This is an optimization exercise on Yosys and OpenROAD, whose aim is small area, not a production implementation.
Only simulation tests tie the RTL to the original design; equivalence was not proved.
Power is estimated from default activity; no workload was simulated. The flow treats the clock pin as an ideal source, which a real chip does not have.

run 1:
==> flow/design.v <==
`default_nettype none
package msix_pkg;
    localparam int HDR_W  = 64;
    localparam int DATA_W = 64;
    localparam int BEAT_W = HDR_W + DATA_W;
    typedef enum logic [7:0] {
        KIND_MRD  = 8'h00,
        KIND_MWR  = 8'h40,
        KIND_CPL  = 8'h4a,
        KIND_INTR = 8'h30
    } kind_t;
    localparam logic [3:0] CPL_OK          = 4'h0;
    localparam logic [3:0] CPL_UNSUPPORTED = 4'h1;
    typedef struct packed {
        kind_t       kind;
        logic [3:0]  bar;
        logic [3:0]  length;
        logic [7:0]  tag;
        logic [39:0] addr;
    } req_hdr_t;
    typedef struct packed {
        kind_t       kind;
        logic [15:0] vector;
        logic [39:0] rsvd;
    } intr_hdr_t;
    typedef union packed {
        req_hdr_t  req;
        intr_hdr_t intr;
    } hdr_word_u;
endpackage
`default_nettype wire
`timescale 1ns/1ps
`default_nettype none
module msix_shim_top #(
    parameter int TABLE_SIZE    = 8,
    parameter int TABLE_OFFSET  = 32'h2000,
    parameter int MSIX_BAR      = 0,
    parameter int BAR_LOG2_SIZE = 14
) (
    input  logic                        clk,
    input  logic                        rst_n,
    input  logic                        rx_in_valid,
    output logic                        rx_in_ready,
    input  logic [msix_pkg::BEAT_W-1:0] rx_in_data,
    input  logic                        rx_in_last,
    output logic                        rx_out_valid,
    input  logic                        rx_out_ready,
    output logic [msix_pkg::BEAT_W-1:0] rx_out_data,
    output logic                        rx_out_last,
    input  logic                        tx_in_valid,
    output logic                        tx_in_ready,
    input  logic [msix_pkg::BEAT_W-1:0] tx_in_data,
    input  logic                        tx_in_last,
    output logic                        tx_out_valid,
    input  logic                        tx_out_ready,
    output logic [msix_pkg::BEAT_W-1:0] tx_out_data,
    output logic                        tx_out_last
);
    logic [1023:0] ring;
    logic [4:0]    phase;
    logic          clearing;
    logic          rx_sop;
    logic          tx_sop;
    logic          half;        
    logic [31:0] st31, st30, st1, st0;
    assign st31 = ring[1023:992];
    assign st30 = ring[991:960];
    assign st1  = ring[63:32];
    assign st0  = ring[31:0];
    logic [7:0] rx_kind;
    logic [3:0] rx_len;
    logic [4:0] rx_w;
    logic       is_tbl, is_wr, len2, form_ok, ph_w, ph_pair;
    logic       wr_now, wr_acc, cpl_go;
    assign rx_kind = rx_in_data[63:56];
    assign rx_len  = rx_in_data[51:48];
    assign rx_w    = rx_in_data[6:2];
    assign is_tbl  = rx_sop && (rx_kind[7] == 1'b0) && (rx_kind[5:0] == 6'd0) &&
                     (rx_in_data[55:52] == 4'd0) &&
                     (rx_in_data[13:7] == 7'b1000000);
    assign is_wr   = rx_kind[6];
    assign len2    = (rx_len == 4'd2);
    assign form_ok = (rx_len == 4'd1) || (len2 && !rx_in_data[2]);
    assign ph_w    = (phase == rx_w);
    assign ph_pair = (phase[4:1] == rx_w[4:1]);
    assign wr_now = rx_in_valid && is_tbl && is_wr && form_ok && !clearing &&
                    (len2 ? (ph_pair && (!phase[0] || half)) : ph_w);
    assign wr_acc = len2 ? phase[0] : 1'b1;
    assign cpl_go = rx_in_valid && is_tbl && !is_wr && !clearing && ph_w && tx_sop;
    assign rx_out_valid = rx_in_valid && !is_tbl;
    assign rx_out_data  = rx_in_data;
    assign rx_out_last  = rx_in_last;
    assign rx_in_ready = !is_tbl ? rx_out_ready :
                         is_wr   ? (!form_ok || (wr_now && wr_acc)) :
                                   (cpl_go && tx_out_ready);
    logic       is_intr, vec_big, intr_slot, intr_go;
    assign is_intr   = tx_sop && (tx_in_data[63:56] == 8'h30);
    assign vec_big   = |tx_in_data[55:43];
    assign intr_slot = !clearing && !wr_now && (phase == {tx_in_data[42:40], 2'b10});
    assign intr_go   = intr_slot && !vec_big && !st30[0] && !cpl_go;
    assign tx_in_ready = is_intr ? (vec_big || (intr_slot && (st30[0] || (!cpl_go && tx_out_ready))))
                                 : (!cpl_go && tx_out_ready);
    assign tx_out_valid = cpl_go || (tx_in_valid && (is_intr ? intr_go : !cpl_go));
    always_comb begin
        if (cpl_go) begin
            tx_out_data = {(form_ok && len2) ? st30 : 32'h0,
                           form_ok ? st31 : 32'h0,
                           8'h4a, 3'b000, !form_ok, rx_in_data[51:0]};
            tx_out_last = 1'b1;
        end else if (is_intr) begin
            tx_out_data = {32'h0, st31, 8'h40, 4'h0, 4'd1, 8'h00, st0[7:0], st1};
            tx_out_last = 1'b1;
        end else begin
            tx_out_data = tx_in_data;
            tx_out_last = tx_in_last;
        end
    end
    always_ff @(posedge clk) begin
        if (!rst_n) begin
            phase    <= 5'd0;
            clearing <= 1'b1;
            rx_sop   <= 1'b1;
            tx_sop   <= 1'b1;
            half     <= 1'b0;
        end else begin
            half  <= wr_now && len2 && !phase[0];
            phase <= phase + 5'd1;
            if (phase == 5'd31) clearing <= 1'b0;
            if (rx_in_valid && rx_in_ready) rx_sop <= rx_in_last;
            if (tx_in_valid && tx_in_ready) tx_sop <= tx_in_last;
        end
    end
    logic [31:0] ring_in;
    always_comb begin
        if (wr_now)
            ring_in = (len2 && phase[0]) ? rx_in_data[127:96] : rx_in_data[95:64];
        else if (clearing)
            ring_in = 32'h0;
        else
            ring_in = st31;
    end
    always_ff @(posedge clk) begin
        ring <= {ring[991:0], ring_in};
    end
endmodule
`default_nettype wire
Settings: LEC_CHECK=0, CAP_MARGIN=20, CORE_MARGIN=2, CORE_UTILIZATION=40, CTS_BUF_LIST=sky130_fd_sc_hd__clkbuf_4 sky130_fd_sc_hd__clkbuf_8, SLEW_MARGIN=20; clock period 4.5 ns.
run.sh (not shown) runs the stock make flow with config.mk's settings and CLKGATE_MAP_FILE= SYNTH_SCRIPT=/design/flow/synth_recipe.tcl, a recipe that flattens the netlist after the stock synthesis.
The following lists how run 2 was set up differently from run 1:
-- flow/config.mk --
<<< run 1, line 11
export CTS_BUF_LIST = sky130_fd_sc_hd__clkbuf_4 sky130_fd_sc_hd__clkbuf_8
>>> run 2, line 11
export CTS_CLUSTER_DIAMETER = 100
export CTS_CLUSTER_SIZE = 30
Notes after the runs:
Run 2 finished end to end and its layout was clean on timing, DRC and antenna.
The power share of the sequential group number comes out higher for run 2 vs run 1.
In the flow results for run 2 and run 1, the total power is larger on run 1.
On multi-input combinational cell area, run 2 and run 1 are basically level.
~same number of distinct standard cells referenced by the synthesized netlist in run 2 and run 1
Looking at global-route met2 utilization, run 2 sits 1.2 points below run 1.
Going from run 1 to run 2, met3 track demand over resource lower, first-pass GRT wire length -about 5.4%, routed wire length went down by 2300 um, share of power burned in the clock network dropped 14 points, clock slew at the register clock pins of the worst setup and hold paths higher.
[inputs] run 3 vs run 2
==> flow/flow/run.sh (new file) <==
#!/bin/bash
set -euo pipefail
source flow/knobs.sh
CTS_ARGS_V="-sink_clustering_enable -repair_clock_nets -dont_use_dummy_load"
[[ -n "${CTS_SIZE:-}" ]] && CTS_ARGS_V+=" -sink_clustering_size ${CTS_SIZE}"
[[ -n "${CTS_DIAM:-}" ]] && CTS_ARGS_V+=" -sink_clustering_max_diameter ${CTS_DIAM}"
[[ -n "${CTS_BUFS:-}" ]] && CTS_ARGS_V+=" -buf_list {${CTS_BUFS}}"

bash standard.sh \
  BUFFER_PORTS_ARGS="-buffer_cell sky130_fd_sc_hd__buf_1" \
  CTS_ARGS="${CTS_ARGS_V}" \
  finish > make_finish.log 2>&1
==> flow/flow/knobs.sh (new file) <==
CTS_SIZE=30; CTS_DIAM=100
==> flow/standard.sh (new file) <==
#!/bin/bash
# synth_recipe.tcl (not shown) runs the flow's synth.tcl, then flattens the netlist and writes it again
# the make line also repeats each setting of config.mk as NAME=value (left out here)
make -C /OpenROAD-flow-scripts/flow DESIGN_CONFIG=/design/flow/config.mk WORK_HOME=/design/flow/orfs CLKGATE_MAP_FILE= SYNTH_SCRIPT=/design/flow/synth_recipe.tcl "${@:-finish}"
-- flow/config.mk --
<<< run 2, line 8
>>> run 3, line 8
export ABC_AREA = 1
<<< run 2, line 10
export CORE_UTILIZATION = 40
export CTS_CLUSTER_DIAMETER = 100
export CTS_CLUSTER_SIZE = 30
>>> run 3, line 11
export CORE_UTILIZATION = 60
export PLACE_DENSITY = 0.7
removed: flow/run.sh
- Run 3 has completed all stages; timing, DRC and antenna checks passed.
- Run 3 vs. run 2: number of non-filler instances in the completed layout -about 1.2%, synthesized area +2.7%, wire length +6.6%, global-route wire length before repair +5.5%.
- Taking run 2 as the reference, in run 3 standby leakage power lost about 13%; worst-case vdd ir drop increased by about 46% relative to the old numbers; design area lost 11%.
Here is what was changed in the inputs of run 4 compared with run 3.
-- flow/flow/run.sh --
<<< run 3, line 7
[[ -n "${CTS_BUFS:-}" ]] && CTS_ARGS_V+=" -buf_list {${CTS_BUFS}}"
>>> run 4, line 7
-- flow/config.mk --
<<< run 3, line 8
export ABC_AREA = 1
>>> run 4, line 8
<<< run 3, line 11
export CORE_UTILIZATION = 60
export PLACE_DENSITY = 0.7
>>> run 4, line 10
export CORE_UTILIZATION = 40
Findings:
- The flow did not stop early for run 4: all stages ran, and the layout cleared the timing, DRC and antenna checks.
- Summary of run 4 over run 3: largest net degree at the start of global routing saw a decrease; die area saw an increase.
- Looking at placement-stage cell area across run 3 and run 4, the one that comes out higher is run 3.
Modified inputs, run 5 compared to run 4
==> flow/run.sh (new file) <==
#!/bin/bash
# synth_recipe.tcl (not shown) runs the flow's synth.tcl, then flattens the netlist and writes it again
# the make line also repeats each setting of config.mk as NAME=value (left out here)
make -C /OpenROAD-flow-scripts/flow DESIGN_CONFIG=/design/flow/config.mk WORK_HOME=/design/flow/orfs CLKGATE_MAP_FILE= SYNTH_SCRIPT=/design/flow/synth_recipe.tcl finish
removed: flow/flow/run.sh
removed: flow/flow/knobs.sh
removed: flow/standard.sh
Results
Both conditions hold for run 5: the flow ran to the end and the final layout passed the timing, DRC and antenna checks.
Compared with run 4, run 5 ends up with a larger final cell area.
Compared with run 4, run 5 shows a growth of design area from synthesis to finish that is 23 points higher.
Against run 4, total power in run 5 rose by more than a quarter.
Final core utilization: run 5 vs run 4 up 9.2 points
## Diff of input files: run 6 against run 5
==> flow/flow/run.sh (new file) <==
#!/bin/bash
set -euo pipefail
source flow/knobs.sh
CTS_ARGS_V="-sink_clustering_enable -repair_clock_nets -dont_use_dummy_load"
[[ -n "${CTS_SIZE:-}" ]] && CTS_ARGS_V+=" -sink_clustering_size ${CTS_SIZE}"
[[ -n "${CTS_DIAM:-}" ]] && CTS_ARGS_V+=" -sink_clustering_max_diameter ${CTS_DIAM}"

bash standard.sh \
  BUFFER_PORTS_ARGS="-buffer_cell sky130_fd_sc_hd__buf_1" \
  CTS_ARGS="${CTS_ARGS_V}" \
  finish > make_finish.log 2>&1
==> flow/flow/knobs.sh (new file) <==
CTS_SIZE=30; CTS_DIAM=100
==> flow/standard.sh (new file) <==
#!/bin/bash
# synth_recipe.tcl (not shown) runs the flow's synth.tcl, then flattens the netlist and writes it again
# the make line also repeats each setting of config.mk as NAME=value (left out here)
make -C /OpenROAD-flow-scripts/flow DESIGN_CONFIG=/design/flow/config.mk WORK_HOME=/design/flow/orfs CLKGATE_MAP_FILE= SYNTH_SCRIPT=/design/flow/synth_recipe.tcl "${@:-finish}"
-- flow/config.mk --
<<< run 5, line 10
export CORE_UTILIZATION = 40
>>> run 6, line 10
export CORE_UTILIZATION = 60
export PLACE_DENSITY = 0.7
removed: flow/run.sh
## What came out
- The final critical delay including setup and external delays of run 6 was superior to that of run 5.
- Post-route clock period utilization ended up 5.0 points lower on run 6 than on run 5.
- Average wire length per cell after detail routing, run 6 vs run 5: down slightly
- Critical path depth, run 6 and run 5, higher one = run 5.

---

msix_shim_top, a different RTL version from the one above (not shown whole).
For scale: about 24000 µm² of cells after synthesis.
Settings: LEC_CHECK=0, CAP_MARGIN=20, CORE_MARGIN=2, CORE_UTILIZATION=60, GPL_TIMING_DRIVEN=0, PLACE_DENSITY=0.7, SLEW_MARGIN=20, SYNTH_HIERARCHICAL=1; clock period 4.5 ns.
standard.sh (not shown) runs the stock make flow with config.mk's settings and CLKGATE_MAP_FILE= SYNTH_SCRIPT=/design/flow/synth_recipe.tcl, a recipe that flattens the netlist after the stock synthesis.
==> flow/flow/run.sh <==
#!/bin/bash
set -euo pipefail
source flow/knobs.sh
CTS_ARGS_V="-sink_clustering_enable -repair_clock_nets -dont_use_dummy_load"
[[ -n "${CTS_SIZE:-}" ]] && CTS_ARGS_V+=" -sink_clustering_size ${CTS_SIZE}"
[[ -n "${CTS_DIAM:-}" ]] && CTS_ARGS_V+=" -sink_clustering_max_diameter ${CTS_DIAM}"
[[ -n "${CTS_BUFS:-}" ]] && CTS_ARGS_V+=" -buf_list {${CTS_BUFS}}"

bash standard.sh \
  BUFFER_PORTS_ARGS="-buffer_cell sky130_fd_sc_hd__buf_1" \
  CTS_ARGS="${CTS_ARGS_V}" \
  finish > make_finish.log 2>&1
==> flow/flow/knobs.sh <==
CTS_SIZE=20; CTS_DIAM=60; CTS_BUFS="sky130_fd_sc_hd__clkbuf_8"
The starting point passed the timing, DRC and antenna checks.
Next try:
- CORE_UTILIZATION: 60 -> 50
- GPL_TIMING_DRIVEN: 0 -> unset
- PLACE_DENSITY: 0.7 -> 0.6
=>
- via count is lower by 3.8%
- sequential power barely changes
- die area is higher by 20%
- core utilization falls by 14 points
Next try:
- CORE_UTILIZATION: 50 -> 65
- PLACE_DENSITY: 0.6 -> 0.75
=>
- The new run ran to the end with no violations
- worst hold slack gets better by 27 ps
- critical path depth is lower by 2
- clock skew is lower by 9.6 ps
- synthesized area is unchanged
- routed wire length is lower by a few percent
- non-clock buffer count is higher by 9

---

msix_shim_top, a different RTL version from the one above (not shown whole).
Size in the first run: ~1500 cells after synthesis, roughly 1000 flip-flops, about 530 I/O pins.
Settings: LEC_CHECK=0, CAP_MARGIN=20, CORE_MARGIN=2, CORE_UTILIZATION=60, PLACE_DENSITY=0.7, SLEW_MARGIN=20, SYNTH_HIERARCHICAL=1; clock period 4.5 ns.
==> flow/flow/knobs.sh <==
CTS_SIZE=12; CTS_DIAM=50; CTS_BUFS="sky130_fd_sc_hd__clkbuf_4"
Scripts as last shown in full above: flow/flow/run.sh
Then changed:
==> flow/flow/knobs.sh (replaced) <==
CTS_SIZE=36; CTS_DIAM=45; CTS_BUFS="sky130_fd_sc_hd__clkbuf_16"
The changed run ran to the end with no violations.
Global-route usage came out higher by 0.13 points.
Critical path depth does not change.
Non-clock buffer count is unchanged.
Design area climbs by a few percent.
Synthesized cell count stays the same.
Core utilization goes up by 1.5 points.
Hold slack improved by 25 ps.
Clock power increases by well over a third.
Die area is unchanged.
Maximum frequency goes up slightly.
Via count goes down by a few percent.
Then changed:
==> flow/flow/knobs.sh (replaced) <==
CTS_SIZE=20; CTS_DIAM=60; CTS_BUFS="sky130_fd_sc_hd__clkbuf_8"
Settings changed: CAP_MARGIN 20 to 5, SLEW_MARGIN 20 to 5.
Power decreases by about 8%.
Non-clock buffer count is unchanged.
Global-route usage decreases by 0.52 points.
Cell area decreases by 2.0%.
Clock power decreases by about 24%.
Wire length decreases by 2.5%.
Final cell count stays flat.
First-iteration DRC count decreases by 2.1%.
Via count decreases by 0.39%.
Sequential share of layout area increases by 1.5 points.
Die area is unchanged.
Then changed:
==> flow/flow/knobs.sh (replaced) <==
CTS_SIZE=10; CTS_DIAM=50; CTS_BUFS="sky130_fd_sc_hd__clkbuf_4"
Settings changed: CAP_MARGIN 5 to 20, SLEW_MARGIN 5 to 20.
What happened: Routed wire length rose by 0.55%; clock skew goes down by 5.8 ps; cell count goes up by 2.2%; worst setup slack improves by 24 ps; core utilization increases by 0.13 points; design area hardly moves; synthesized area is unchanged; clock power is about the same; combinational power barely changes; non-clock buffer count does not change; power stays flat.

---

Starting RTL as in the previous note.
Settings: LEC_CHECK=0, CAP_MARGIN=20, CORE_MARGIN=2, CORE_UTILIZATION=60, PLACE_DENSITY=0.7, SLEW_MARGIN=20, SYNTH_HIERARCHICAL=1; clock period 4.5 ns.
==> flow/flow/knobs.sh <==
CTS_SIZE=30; CTS_DIAM=100
Scripts as last shown in full above: flow/flow/run.sh
==> next run, changes <==
==> flow/flow/knobs.sh (replaced) <==
CTS_SIZE=20; CTS_DIAM=60; CTS_BUFS="sky130_fd_sc_hd__clkbuf_8"
=> The new run completed without violations. Global-route usage falls by 0.14 points. Sequential power hardly moves. Synthesized cell count stays the same. Sequential cell count stays the same. Total power falls by about 3.5%. Clock skew rises by 0.019 ns. Hold slack got worse by 0.019 ns.
==> next run, changes <==
==> flow/flow/knobs.sh (replaced) <==
CTS_SIZE=14; CTS_DIAM=50; CTS_BUFS="sky130_fd_sc_hd__clkbuf_4 sky130_fd_sc_hd__clkbuf_8"
Effect: The changed run completed without violations; area after synthesis does not change; via count climbs slightly; sequential power is about the same; final area rose slightly; combinational power hardly moves; first-iteration DRC count is higher slightly; total power came out higher by a few percent; count of clock-buffer cells in the layout came out higher by 28; die area does not change.

==> re-timing with driven ports <==
How much do the figures lean on ideal ports? The routed layouts below were timed once more, with nothing changed but the port constraints.
Step 1 sets driving cells, clkbuf_16 on the clock port and buf_2 on the other inputs (assumed; they add their load-dependent delay and slew).
Step 2, shift: input delay + t, output delay - t, t = (earliest + latest rising clock arrival at the registers) / 2. This alone moves slack from input paths to output paths.
Slacks: no drivers / after step 1 / after step 2; pairs: no drivers / after step 1.
run | shift t [ns] | setup slack, ns | hold slack, ns | worst setup path at the end | slew at the worst register clock pin (ns)
run 1 | 0.806 | 0.143 / 0.117 / 0.117 | 0.301 / 0.301 / 0.301 | input to output | 0.07 / 0.07
run 2 | 0.641 | 0.126 / 0.105 / 0.105 | 0.322 / 0.322 / 0.322 | input to output | 0.11 / 0.11
run 3 | 0.605 | 0.229 / 0.197 / 0.197 | 0.286 / 0.286 / 0.286 | input to output | 0.11 / 0.11
run 4 | 0.624 | 0.242 / 0.220 / 0.220 | 0.305 / 0.305 / 0.305 | input to output | 0.11 / 0.11
run 5 | 0.679 | 0.129 / 0.106 / 0.106 | 0.303 / 0.303 / 0.303 | input to output | 0.07 / 0.07
run 6 | 0.595 | 0.355 / 0.334 / 0.334 | 0.288 / 0.288 / 0.288 | input to output | 0.11 / 0.11
the first run of note 2 | 0.654 | 0.049 / -0.007 / -0.007 | 0.258 / 0.258 / 0.258 | input to output | 0.11 / 0.11
the second run of note 2 | 0.692 | 0.155 / 0.125 / 0.125 | 0.279 / 0.279 / 0.279 | input to output | 0.11 / 0.11
the third run of note 2 | 0.665 | 0.186 / 0.160 / 0.160 | 0.306 / 0.306 / 0.306 | input to output | 0.12 / 0.12
the first run of note 3 | 0.823 | 0.116 / 0.076 / 0.076 | 0.243 / 0.243 / 0.243 | input to output | 0.12 / 0.12
the second run of note 3 | 0.637 | 0.151 / 0.110 / 0.110 | 0.268 / 0.268 / 0.268 | input to output | 0.12 / 0.12
the third run of note 3 | 0.690 | 0.135 / 0.098 / 0.098 | 0.278 / 0.278 / 0.278 | input to output | 0.12 / 0.12
the fourth run of note 3 | 0.804 | 0.160 / 0.117 / 0.117 | 0.278 / 0.278 / 0.278 | input to output | 0.11 / 0.11
the first run of note 4 | 0.598 | 0.149 / 0.100 / 0.100 | 0.298 / 0.298 / 0.298 | input to output | 0.11 / 0.11
the second run of note 4 | 0.690 | 0.135 / 0.098 / 0.098 | 0.278 / 0.278 / 0.278 | input to output | 0.12 / 0.12
the third run of note 4 | 0.645 | 0.138 / 0.093 / 0.093 | 0.276 / 0.276 / 0.276 | input to output | 0.09 / 0.09
With both steps, setup timing fails in the first run of note 2, where it was met with ideal ports. For the first run of note 2, which loses most, drivers alone change the setup slack by -0.056 ns; drivers and shift together by -0.056 ns.
